Source: an optimization exercise on an open RTL-to-GDS flow (aim: small area, a short achievable clock period and few clock cycles). Production flows keep margins and buffers that such runs may drop.
In this exercise RTL edits were held to simulation tests only and were not proved equivalent to the original.
Power figures rest on the tool's default switching activity, not on a simulated workload.

File: config.mk
export PLATFORM = sky130hd
export DESIGN_NAME = delta_list_sleep_queue
export DESIGN_NICKNAME = delta_list_sleep_queue
export VERILOG_FILES = /design/flow/design.v
export SDC_FILE = /design/flow/constraint.sdc
export NUM_CORES = 4
export LEC_CHECK = 0
export CAP_MARGIN = 20
export CORE_MARGIN = 2
export CORE_UTILIZATION = 40
export SLEW_MARGIN = 20
File: constraint.sdc
create_clock -name core_clock -period 7.0 [get_ports {i_clk}]
set_input_delay 1.4000 -clock core_clock [delete_from_list [all_inputs] [get_ports {i_clk}]]
set_output_delay 1.4000 -clock core_clock [all_outputs]
set_load 0.01 [all_outputs]
File: design.v
package dls_pkg;
    localparam int MAX_TASKS_DEF   = 16;
    localparam int DELAY_WIDTH_DEF = 16;
    localparam int ID_W       = 4;
    localparam int NUM_IDS    = 16;
    localparam int KIND_W     = 2;
    localparam int DELAY_IN_W = 16;
    localparam int STATUS_W   = 2;
    localparam int S_DATA_W   = 24;
    localparam int M_DATA_W   = 8;
    localparam logic [KIND_W-1:0] KIND_ADD    = 2'd0;
    localparam logic [KIND_W-1:0] KIND_REMOVE = 2'd1;
    localparam logic [KIND_W-1:0] KIND_TICK   = 2'd2;
    localparam logic [STATUS_W-1:0] ST_DONE      = 2'd0;
    localparam logic [STATUS_W-1:0] ST_ZERO      = 2'd1;
    localparam logic [STATUS_W-1:0] ST_NOT_FOUND = 2'd2;
    localparam logic [STATUS_W-1:0] ST_WAITING   = 2'd3;
    typedef enum logic [2:0] {
        CMD_HOLD      = 3'd0,
        CMD_NEW       = 3'd1,
        CMD_LEFT      = 3'd2,
        CMD_LEFT_SUB  = 3'd3,
        CMD_RIGHT     = 3'd4,
        CMD_RIGHT_ADD = 3'd5,
        CMD_DEC       = 3'd6
    } t_cell_cmd;
endpackage
module dls_cell #(
    parameter int DELAY_WIDTH = dls_pkg::DELAY_WIDTH_DEF
) (
    input  logic                      i_clk,
    input  logic                      i_rst_n,
    input  dls_pkg::t_cell_cmd        i_cmd,
    input  logic [dls_pkg::ID_W-1:0]  i_new_id,
    input  logic [DELAY_WIDTH-1:0]    i_new_delta,
    input  logic                      i_left_valid,
    input  logic [dls_pkg::ID_W-1:0]  i_left_id,
    input  logic [DELAY_WIDTH-1:0]    i_left_delta,
    input  logic                      i_right_valid,
    input  logic [dls_pkg::ID_W-1:0]  i_right_id,
    input  logic [DELAY_WIDTH-1:0]    i_right_delta,
    output logic                      o_valid,
    output logic [dls_pkg::ID_W-1:0]  o_id,
    output logic [DELAY_WIDTH-1:0]    o_delta
);
    logic                     r_valid, n_valid;
    logic [dls_pkg::ID_W-1:0] r_id, n_id;
    logic [DELAY_WIDTH-1:0]   r_delta, n_delta;
    always_comb begin
        n_valid = r_valid;
        n_id    = r_id;
        n_delta = r_delta;
        case (i_cmd)
            dls_pkg::CMD_NEW: begin
                n_valid = 1'b1;
                n_id    = i_new_id;
                n_delta = i_new_delta;
            end
            dls_pkg::CMD_LEFT: begin
                n_valid = i_left_valid;
                n_id    = i_left_id;
                n_delta = i_left_delta;
            end
            dls_pkg::CMD_LEFT_SUB: begin
                n_valid = i_left_valid;
                n_id    = i_left_id;
                n_delta = i_left_delta - i_new_delta;
            end
            dls_pkg::CMD_RIGHT: begin
                n_valid = i_right_valid;
                n_id    = i_right_id;
                n_delta = i_right_delta;
            end
            dls_pkg::CMD_RIGHT_ADD: begin
                n_valid = i_right_valid;
                n_id    = i_right_id;
                n_delta = i_right_delta + r_delta;
            end
            dls_pkg::CMD_DEC: begin
                n_delta = r_delta - DELAY_WIDTH'(1);
            end
            default: begin
                n_valid = r_valid;
            end
        endcase
    end
    always_ff @(posedge i_clk) begin
        if (!i_rst_n) begin
            r_valid <= 1'b0;
        end else begin
            r_valid <= n_valid;
        end
        r_id    <= n_id;
        r_delta <= n_delta;
    end
    assign o_valid = r_valid;
    assign o_id    = r_id;
    assign o_delta = r_delta;
endmodule
module dls_ctrl #(
    parameter int MAX_TASKS   = dls_pkg::MAX_TASKS_DEF,
    parameter int DELAY_WIDTH = dls_pkg::DELAY_WIDTH_DEF
) (
    input  logic                                       i_clk,
    input  logic                                       i_rst_n,
    input  logic                                       i_in_valid,
    output logic                                       o_in_ready,
    input  logic [dls_pkg::KIND_W-1:0]                 i_in_kind,
    input  logic [dls_pkg::ID_W-1:0]                   i_in_id,
    input  logic [dls_pkg::DELAY_IN_W-1:0]             i_in_delay,
    output logic                                       o_out_valid,
    input  logic                                       i_out_ready,
    output logic [dls_pkg::STATUS_W-1:0]               o_out_status,
    output logic                                       o_out_released,
    output logic [dls_pkg::ID_W-1:0]                   o_out_task,
    output logic                                       o_out_resched,
    output logic                                       o_out_last,
    input  logic [MAX_TASKS-1:0]                       i_cell_valid,
    input  logic [MAX_TASKS-1:0][dls_pkg::ID_W-1:0]    i_cell_id,
    input  logic [MAX_TASKS-1:0][DELAY_WIDTH-1:0]      i_cell_delta,
    output dls_pkg::t_cell_cmd [MAX_TASKS-1:0]         o_cmd,
    output logic [dls_pkg::ID_W-1:0]                   o_new_id,
    output logic [DELAY_WIDTH-1:0]                     o_new_delta
);
    localparam int KW = $clog2(MAX_TASKS);
    localparam int EW = DELAY_WIDTH + dls_pkg::DELAY_IN_W;
    typedef enum logic [4:0] {
        S_IDLE = 5'b00001,
        S_ADD  = 5'b00010,
        S_REM  = 5'b00100,
        S_TICK = 5'b01000,
        S_RESP = 5'b10000
    } t_state;
    t_state                        r_state, n_state;
    logic [KW-1:0]                 r_k, n_k;
    logic [DELAY_WIDTH-1:0]        r_tm, n_tm;
    logic [dls_pkg::ID_W-1:0]      r_t, n_t;
    logic [dls_pkg::STATUS_W-1:0]  r_status, n_status;
    logic [dls_pkg::NUM_IDS-1:0]   r_wait, n_wait;
    logic                          r_out_valid, n_out_valid;
    logic [dls_pkg::STATUS_W-1:0]  r_out_status, n_out_status;
    logic                          r_out_rel, n_out_rel;
    logic [dls_pkg::ID_W-1:0]      r_out_task, n_out_task;
    logic                          r_out_resched, n_out_resched;
    logic                          r_out_last, n_out_last;
    logic                          accept, out_free;
    logic [EW-1:0]                 dly_ext;
    logic [DELAY_WIDTH-1:0]        dly_sat;
    logic                          in_range;
    logic                          cur_valid;
    logic [dls_pkg::ID_W-1:0]      cur_id;
    logic [DELAY_WIDTH-1:0]        cur_delta;
    logic                          cur_after;
    logic                          head_expired, next_expired;
    logic                          do_insert, do_unlink, do_dec, do_shift;
    assign accept   = i_in_valid && (r_state == S_IDLE);
    assign out_free = !r_out_valid || i_out_ready;
    assign dly_ext  = EW'(i_in_delay);
    assign dly_sat  = (dly_ext > EW'({DELAY_WIDTH{1'b1}})) ? '1 : dly_ext[DELAY_WIDTH-1:0];
    assign in_range = int'(i_in_id) < MAX_TASKS;
    assign cur_valid = i_cell_valid[r_k];
    assign cur_id    = i_cell_id[r_k];
    assign cur_delta = i_cell_delta[r_k];
    assign cur_after = !cur_valid || (cur_delta > r_tm) || (cur_delta == r_tm && cur_id > r_t);
    assign head_expired = i_cell_valid[0] && (i_cell_delta[0] == '0);
    assign next_expired = i_cell_valid[1] && (i_cell_delta[1] == '0);
    always_comb begin
        n_state       = r_state;
        n_k           = r_k;
        n_tm          = r_tm;
        n_t           = r_t;
        n_status      = r_status;
        n_wait        = r_wait;
        n_out_valid   = r_out_valid && !i_out_ready;
        n_out_status  = r_out_status;
        n_out_rel     = r_out_rel;
        n_out_task    = r_out_task;
        n_out_resched = r_out_resched;
        n_out_last    = r_out_last;
        do_insert     = 1'b0;
        do_unlink     = 1'b0;
        do_dec        = 1'b0;
        do_shift      = 1'b0;
        case (r_state)
            S_IDLE: begin
                if (accept) begin
                    n_k  = '0;
                    n_t  = i_in_id;
                    n_tm = dly_sat;
                    case (i_in_kind)
                        dls_pkg::KIND_ADD: begin
                            n_state = S_RESP;
                            if (i_in_delay == '0) begin
                                n_status = dls_pkg::ST_ZERO;
                            end else if (!in_range) begin
                                n_status = dls_pkg::ST_NOT_FOUND;
                            end else if (r_wait[i_in_id]) begin
                                n_status = dls_pkg::ST_WAITING;
                            end else begin
                                n_state = S_ADD;
                            end
                        end
                        dls_pkg::KIND_REMOVE: begin
                            if (!in_range || !r_wait[i_in_id]) begin
                                n_status = dls_pkg::ST_NOT_FOUND;
                                n_state  = S_RESP;
                            end else begin
                                n_state = S_REM;
                            end
                        end
                        dls_pkg::KIND_TICK: begin
                            if (i_cell_valid[0]) begin
                                do_dec  = 1'b1;
                                n_state = S_TICK;
                            end else begin
                                n_status = dls_pkg::ST_DONE;
                                n_state  = S_RESP;
                            end
                        end
                        default: begin
                            n_state = S_IDLE;
                        end
                    endcase
                end
            end
            S_ADD: begin
                if (cur_after) begin
                    do_insert   = 1'b1;
                    n_wait[r_t] = 1'b1;
                    n_status    = dls_pkg::ST_DONE;
                    n_state     = S_RESP;
                end else begin
                    n_tm = r_tm - cur_delta;
                    n_k  = r_k + KW'(1);
                end
            end
            S_REM: begin
                if (cur_valid && cur_id == r_t) begin
                    do_unlink   = 1'b1;
                    n_wait[r_t] = 1'b0;
                    n_status    = dls_pkg::ST_DONE;
                    n_state     = S_RESP;
                end else begin
                    n_k = r_k + KW'(1);
                end
            end
            S_TICK: begin
                if (out_free) begin
                    n_out_valid  = 1'b1;
                    n_out_status = dls_pkg::ST_DONE;
                    if (head_expired) begin
                        do_shift             = 1'b1;
                        n_wait[i_cell_id[0]] = 1'b0;
                        n_out_rel            = 1'b1;
                        n_out_task           = i_cell_id[0];
                        n_out_resched        = !next_expired;
                        n_out_last           = !next_expired;
                        if (!next_expired) begin
                            n_state = S_IDLE;
                        end
                    end else begin
                        n_out_rel     = 1'b0;
                        n_out_task    = '0;
                        n_out_resched = 1'b0;
                        n_out_last    = 1'b1;
                        n_state       = S_IDLE;
                    end
                end
            end
            S_RESP: begin
                if (out_free) begin
                    n_out_valid   = 1'b1;
                    n_out_status  = r_status;
                    n_out_rel     = 1'b0;
                    n_out_task    = '0;
                    n_out_resched = 1'b0;
                    n_out_last    = 1'b1;
                    n_state       = S_IDLE;
                end
            end
            default: begin
                n_state = S_IDLE;
            end
        endcase
    end
    always_comb begin
        for (int i = 0; i < MAX_TASKS; i++) begin
            o_cmd[i] = dls_pkg::CMD_HOLD;
            if (do_shift) begin
                o_cmd[i] = dls_pkg::CMD_RIGHT;
            end
            if (do_dec && i == 0) begin
                o_cmd[i] = dls_pkg::CMD_DEC;
            end
            if (do_insert) begin
                if (KW'(i) == r_k) begin
                    o_cmd[i] = dls_pkg::CMD_NEW;
                end else if (i > 0 && KW'(i - 1) == r_k) begin
                    o_cmd[i] = dls_pkg::CMD_LEFT_SUB;
                end else if (KW'(i) > r_k) begin
                    o_cmd[i] = dls_pkg::CMD_LEFT;
                end
            end
            if (do_unlink) begin
                if (KW'(i) == r_k) begin
                    o_cmd[i] = dls_pkg::CMD_RIGHT_ADD;
                end else if (KW'(i) > r_k) begin
                    o_cmd[i] = dls_pkg::CMD_RIGHT;
                end
            end
        end
    end
    assign o_new_id    = r_t;
    assign o_new_delta = r_tm;
    always_ff @(posedge i_clk) begin
        if (!i_rst_n) begin
            r_state     <= S_IDLE;
            r_wait      <= '0;
            r_out_valid <= 1'b0;
        end else begin
            r_state     <= n_state;
            r_wait      <= n_wait;
            r_out_valid <= n_out_valid;
        end
        r_k           <= n_k;
        r_tm          <= n_tm;
        r_t           <= n_t;
        r_status      <= n_status;
        r_out_status  <= n_out_status;
        r_out_rel     <= n_out_rel;
        r_out_task    <= n_out_task;
        r_out_resched <= n_out_resched;
        r_out_last    <= n_out_last;
    end
    assign o_in_ready     = (r_state == S_IDLE);
    assign o_out_valid    = r_out_valid;
    assign o_out_status   = r_out_status;
    assign o_out_released = r_out_rel;
    assign o_out_task     = r_out_task;
    assign o_out_resched  = r_out_resched;
    assign o_out_last     = r_out_last;
endmodule
module delta_list_sleep_queue #(
    parameter int MAX_TASKS   = dls_pkg::MAX_TASKS_DEF,
    parameter int DELAY_WIDTH = dls_pkg::DELAY_WIDTH_DEF
) (
    input  logic                            i_clk,
    input  logic                            i_rst_n,
    input  logic                            s_tvalid,
    output logic                            s_tready,
    input  logic [dls_pkg::S_DATA_W-1:0]    s_tdata,    
    input  logic [dls_pkg::KIND_W-1:0]      s_tuser,    
    output logic                            m_tvalid,
    input  logic                            m_tready,
    output logic [dls_pkg::M_DATA_W-1:0]    m_tdata,    
    output logic                            m_tlast
);
    logic [MAX_TASKS-1:0]                      cell_valid;
    logic [MAX_TASKS-1:0][dls_pkg::ID_W-1:0]   cell_id;
    logic [MAX_TASKS-1:0][DELAY_WIDTH-1:0]     cell_delta;
    dls_pkg::t_cell_cmd [MAX_TASKS-1:0]        cmd;
    logic [dls_pkg::ID_W-1:0]                  new_id;
    logic [DELAY_WIDTH-1:0]                    new_delta;
    logic [dls_pkg::STATUS_W-1:0]              out_status;
    logic                                      out_rel;
    logic [dls_pkg::ID_W-1:0]                  out_task;
    logic                                      out_resched;
    dls_ctrl #(
        .MAX_TASKS   (MAX_TASKS),
        .DELAY_WIDTH (DELAY_WIDTH)
    ) u_ctrl (
        .i_clk          (i_clk),
        .i_rst_n        (i_rst_n),
        .i_in_valid     (s_tvalid),
        .o_in_ready     (s_tready),
        .i_in_kind      (s_tuser),
        .i_in_id        (s_tdata[3:0]),
        .i_in_delay     (s_tdata[19:4]),
        .o_out_valid    (m_tvalid),
        .i_out_ready    (m_tready),
        .o_out_status   (out_status),
        .o_out_released (out_rel),
        .o_out_task     (out_task),
        .o_out_resched  (out_resched),
        .o_out_last     (m_tlast),
        .i_cell_valid   (cell_valid),
        .i_cell_id      (cell_id),
        .i_cell_delta   (cell_delta),
        .o_cmd          (cmd),
        .o_new_id       (new_id),
        .o_new_delta    (new_delta)
    );
    assign m_tdata = {out_resched, out_task, out_rel, out_status};
    for (genvar g = 0; g < MAX_TASKS; g++) begin : g_cell
        logic                     left_valid, right_valid;
        logic [dls_pkg::ID_W-1:0] left_id, right_id;
        logic [DELAY_WIDTH-1:0]   left_delta, right_delta;
        if (g == 0) begin : g_first
            assign left_valid = 1'b0;
            assign left_id    = '0;
            assign left_delta = '0;
        end else begin : g_mid_l
            assign left_valid = cell_valid[g-1];
            assign left_id    = cell_id[g-1];
            assign left_delta = cell_delta[g-1];
        end
        if (g == MAX_TASKS - 1) begin : g_last
            assign right_valid = 1'b0;
            assign right_id    = '0;
            assign right_delta = '0;
        end else begin : g_mid_r
            assign right_valid = cell_valid[g+1];
            assign right_id    = cell_id[g+1];
            assign right_delta = cell_delta[g+1];
        end
        dls_cell #(
            .DELAY_WIDTH (DELAY_WIDTH)
        ) u_cell (
            .i_clk         (i_clk),
            .i_rst_n       (i_rst_n),
            .i_cmd         (cmd[g]),
            .i_new_id      (new_id),
            .i_new_delta   (new_delta),
            .i_left_valid  (left_valid),
            .i_left_id     (left_id),
            .i_left_delta  (left_delta),
            .i_right_valid (right_valid),
            .i_right_id    (right_id),
            .i_right_delta (right_delta),
            .o_valid       (cell_valid[g]),
            .o_id          (cell_id[g]),
            .o_delta       (cell_delta[g])
        );
    end
endmodule
File: run.sh
#!/bin/bash
# synth_recipe.tcl (not shown) runs the flow's synth.tcl, then flattens the netlist and writes it again
# the make line also repeats each setting of config.mk as NAME=value (left out here)
make -C /OpenROAD-flow-scripts/flow DESIGN_CONFIG=/design/flow/config.mk WORK_HOME=/design/flow/orfs CLKGATE_MAP_FILE= SYNTH_SCRIPT=/design/flow/synth_recipe.tcl finish
==> run_results.csv <==
group,metric,value,unit
clock_network,clk_path_buf_depth,3,
place,dp_hpwl,161500,um
floorplan,die_area,127100,um^2
route,wl_met2,88310,um
worst_setup_path,critPathMaxFanout,57,
yosys,yosysUniqueCellTypes,96,
floorplan,initial_utilization,0.4026,
yosys,synthFlopType,"edfxtp_1",
timing,fin_setup_tns,0,ns
timing,setup_viol,0,
run,drv_cap,0,
global_route,grt_max_degree,70,
global_route,grt_overflow,0,
final_layout,final_cell_mix,"577 x nand2_1, 546 x nor2_1, 528 x ha_1, 496 x a21oi_1, 376 x o21ai_0",
yosys,synth_edf_count,355,
timing,worstMarginPinSlew,1.247,ns
worst_setup_path,end_kind,"register",
timing,fin_crit,6.540,ns
global_route,grt_first_pass_wirelength,309500,um
timing,relSlewSlack,0.1689,
yosys,synth_warnings,2,
pwr,powerDensity,168.4,nW/um^2
worst_setup_path,rr_endpoint,"g_cell[8].u_cell.r_delta[12]",
route,dr.pass1.iters,8,
yosys,syn-num-nets,6626,
clock_network,cts_max_level,2,
yosys,ys_seq_elements,393,
clock_network,clk_latency,0.70,ns
final_layout,stdcell_count,7692,
place,place_congestion,1.028,
place,portBuffers,36,
floorplan,rows,129,
pwr,clkPwrFrac,0.317,
final_layout,mostFrequentLayoutCell,"nand2_1",
pwr,p_int,5.525,mW
pwr,total_leakage_power,20.70,nW
worst_setup_path,cp-start-kind,"register",
timing,max_freq,152.9,MHz
pwr,p_seq_frac,0.303,
worst_setup_path,critPathKind,"reg -> reg",
pwr,pwr-share-comb,0.380,
yosys,postSynthCellCount,6037,
pwr,ir_drop,0.1923,mV
global_route,first_global_vias,45770,
final_layout,fillers,12210,
clock_network,clkTransAtPathRegs,0.06,ns
pwr,switching_share,0.3939,
final_layout,area_growth,8.860,%
timing,slew_viol_final,0,
timing,rsz0062_at_grt,"false",
worst_setup_path,required,7.38,ns
clock_network,clock-sinks,393,
route,drt-initial-drc-count,6882,
route,wl_met1,88810,um
route,wire_per_inst,27.95,um
route,final_antenna_net_count,0,
worst_setup_path,ff2ff_setup_slack,0.46,ns
yosys,syn_avg_cell_area,8.234,um^2
place,dp.cells,7589,
floorplan,coreArea,123500,um^2
yosys,ys_seq_area_frac,0.2297,
clock_network,cts_root_buffer,"clkbuf_16",
global_route,grt_antenna_before_repair,3,
worst_setup_path,worstSetupStartpoint,"u_ctrl.r_k[1]",
worst_setup_path,rr_startpoint,"u_ctrl.r_k[1]",
route,routed_wl,215000,um
clock_network,holdBufCountCts,0,
worst_setup_path,cp_common_cell,"nand2_1",
worst_setup_path,r2r_cells,18,
floorplan,ios,41,
worst_hold_path,hold_depth,2,
worst_setup_path,max_stage_delay,0.73,ns
yosys,synth-async-reset-ratio,0,
global_route,grt.total_usage,0.3261,
yosys,syn-cell-area,49710,um^2
run_status,status,"finished clean",
timing,fin_crit_sh,0.9342,
pwr,power_switching,3.591,mW
clock_network,cts_tree,"yes",
route,via_per_inst,6.548,
timing,finalClockSkew,0.02191,ns
worst_hold_path,hold_class,"reg -> reg",
worst_setup_path,cp.arrival,6.92,ns
clock_network,cts_resized,0,
final_layout,nNetsFinal,6596,
final_layout,drive_above_1_share,0.06362,
worst_setup_path,critPathSlowestCell,"buf_4",
route,wl_met3,25150,um
route,drc_errors,0,
route,vias,50370,
clock_network,cts_setup_buffers,0,
route,top_layer_used,"met4",
timing,hold_viol,0,
worst_setup_path,path_cells,"buf_4 -> and2_1 -> a21oi_1 -> o21ai_0 -> o22ai_1 -> nor2_1 -> ha_1 -> fa_1 -> nand2b_1 -> a211oi_1 -> a211oi_1 -> o211ai_2 -> a31o_4 -> nand2_1 -> buf_4 -> nand2_1 -> nand2_1 -> a31oi_1",
floorplan,fp.dieH,356.5,um
floorplan,die_x,356.5,um
clock_network,numCtsBuffers,53,
==> flip-flops by register name (all words and copies together) (netlist names), named ones only <==
name and count:
u_ctrl.r_status 2, u_ctrl.r_k 4, u_ctrl.r_out_last 1, u_ctrl.r_out_task 4, u_ctrl.r_out_rel 1, u_ctrl.r_out_status 2
g_cell.u_cell.r_id 64, g_cell.u_cell.r_valid 16, u_ctrl.r_t 4, u_ctrl.r_out_valid 1, u_ctrl.r_state 5, u_ctrl.r_out_resched 1
u_ctrl.r_tm 16, g_cell.u_cell.r_delta 256
==> cell type report <==
class	count	area (um^2)	area share
diodes	3	7.507	0.0001387
multi-input cells	5167	36540	0.6752
clock inverters	29	332.8	0.006150
repair buffers	196	1607	0.02969
flip-flops and latches	393	11420	0.2110
clock buffers	71	1424	0.02631
well taps	1637	2048	0.03785
inverters	196	735.7	0.01360
==> worst max-delay path by stage <==
stage / slack [ns] / to
floorplan: 0.40 / g_cell[4].u_cell.r_delta[0]
global placement: 0.94 / g_cell[8].u_cell.r_delta[6]
detailed placement: 0.76 / g_cell[8].u_cell.r_delta[12]
CTS: 0.76 / g_cell[8].u_cell.r_delta[12]
global route: 0.30 / g_cell[8].u_cell.r_delta[12]
finish: 0.46 / g_cell[8].u_cell.r_delta[12]
==> power by group through the flow <==
stage,Clock [mW],Sequential [mW],Combinational [mW]
2_1_floorplan,0,2.75,2.27
3_3_place_gp,0,2.81,3.29
3_5_place_dp,0,2.81,3.33
4_1_cts,2.90,2.76,3.34
5_1_grt,2.97,2.76,3.67
6_report,2.89,2.76,3.47
==> synthesized netlist by cell type (all sizes together), types with 57 or more instances <==
| master | count | area [um^2] |
|---|---|---|
| xnor2 | 337 | 2952 |
| nand3 | 133 | 670.6 |
| a21oi | 499 | 2497 |
| o21a | 62 | 466.7 |
| a211oi | 69 | 518.0 |
| and3 | 62 | 387.9 |
| clkbuf | 215 | 807.0 |
| xor2 | 246 | 2155 |
| nand2 | 577 | 2166 |
| o21ai | 403 | 2017 |
| nor3 | 206 | 1062 |
| mux2i | 113 | 1131 |
| buf | 66 | 311.5 |
| a22oi | 99 | 743.2 |
| or3 | 84 | 525.5 |
| o221ai | 76 | 665.6 |
| nor4 | 57 | 377.9 |
| a221oi | 70 | 625.6 |
| ha | 528 | 6606 |
| a31oi | 106 | 663.1 |
| nor2 | 551 | 2081 |
| inv | 189 | 709.4 |
| edfxtp | 355 | 10660 |
| a21o | 100 | 750.7 |
==> through the flow <==
step / utilization / hold slack, ns / total power, mW / worst slack [ns] / area [um^2]
after global routing: 0.4382 / 0.5068 / 9.404 / 0.3046 / 54110
after detailed placement: 0.4240 / 0.4604 / 6.135 / 0.7641 / 52350
after CTS: 0.4382 / 0.4880 / 8.998 / 0.7641 / 54110
after floorplan: - / 0.4322 / 5.012 / 0.4029 / 49710
after global placement: 0.4239 / 0.4663 / 6.100 / 0.9379 / 52350
final: 0.4383 / 0.4886 / 9.115 / 0.4603 / 54120
==> cells by family after synthesis <==
group                    after synthesis  share of synthesized area
adder cells (fa/ha/maj)              559                     0.1454
XOR/XNOR                             583                     0.1027
flip-flops                           393                     0.2297
buffers and inverters                477                    0.03730
AND/OR/NAND/NOR                     1917                     0.1796
multiplexers                         166                    0.04541
AO/OA/AOI/OAI                       1942                     0.2599
==> critical path: cells and delay by family, from the launching register on <==
family | cells | cell delay [ns]
flops | 1 | 0.47
compound gates | 8 | 1.90
fa+ha+maj | 2 | 0.47
buf+inv | 2 | 1.07
simple gates | 6 | 2.27
==> per-layer routing <==
metal  GRT usage  vias up
li1            -    22890
met1      0.4509    23990
met2      0.4736     2950
met3     0.07090      540
met4      0.1700        0
met5           0        -
Testbench counts, summed over its fixed seeds: cycles 26,263.

port drivers added, routing unchanged:
How much do the figures lean on ideal ports? The routed layout below was timed once more, with nothing changed but the port constraints. Step 1 sets driving cells, clkbuf_16 on the clock port and buf_2 on the other inputs (assumed; they add their load-dependent delay and slew). Step 2 also shifts input and output timing later by t, the mid clock arrival at the registers, as if the neighbouring blocks saw the same clock. a / b / c = no drivers / after step 1 / after step 2; a / b = the first two.
t (ns): 0.769
setup slack, ns: 0.460 / 0.460 / 0.460
latest minus earliest clock arrival (ns): 0.022 / 0.022
After both steps setup and hold are still met in this run. For this run, drivers alone change the setup slack by 0.000 ns; drivers and shift together by 0.000 ns.
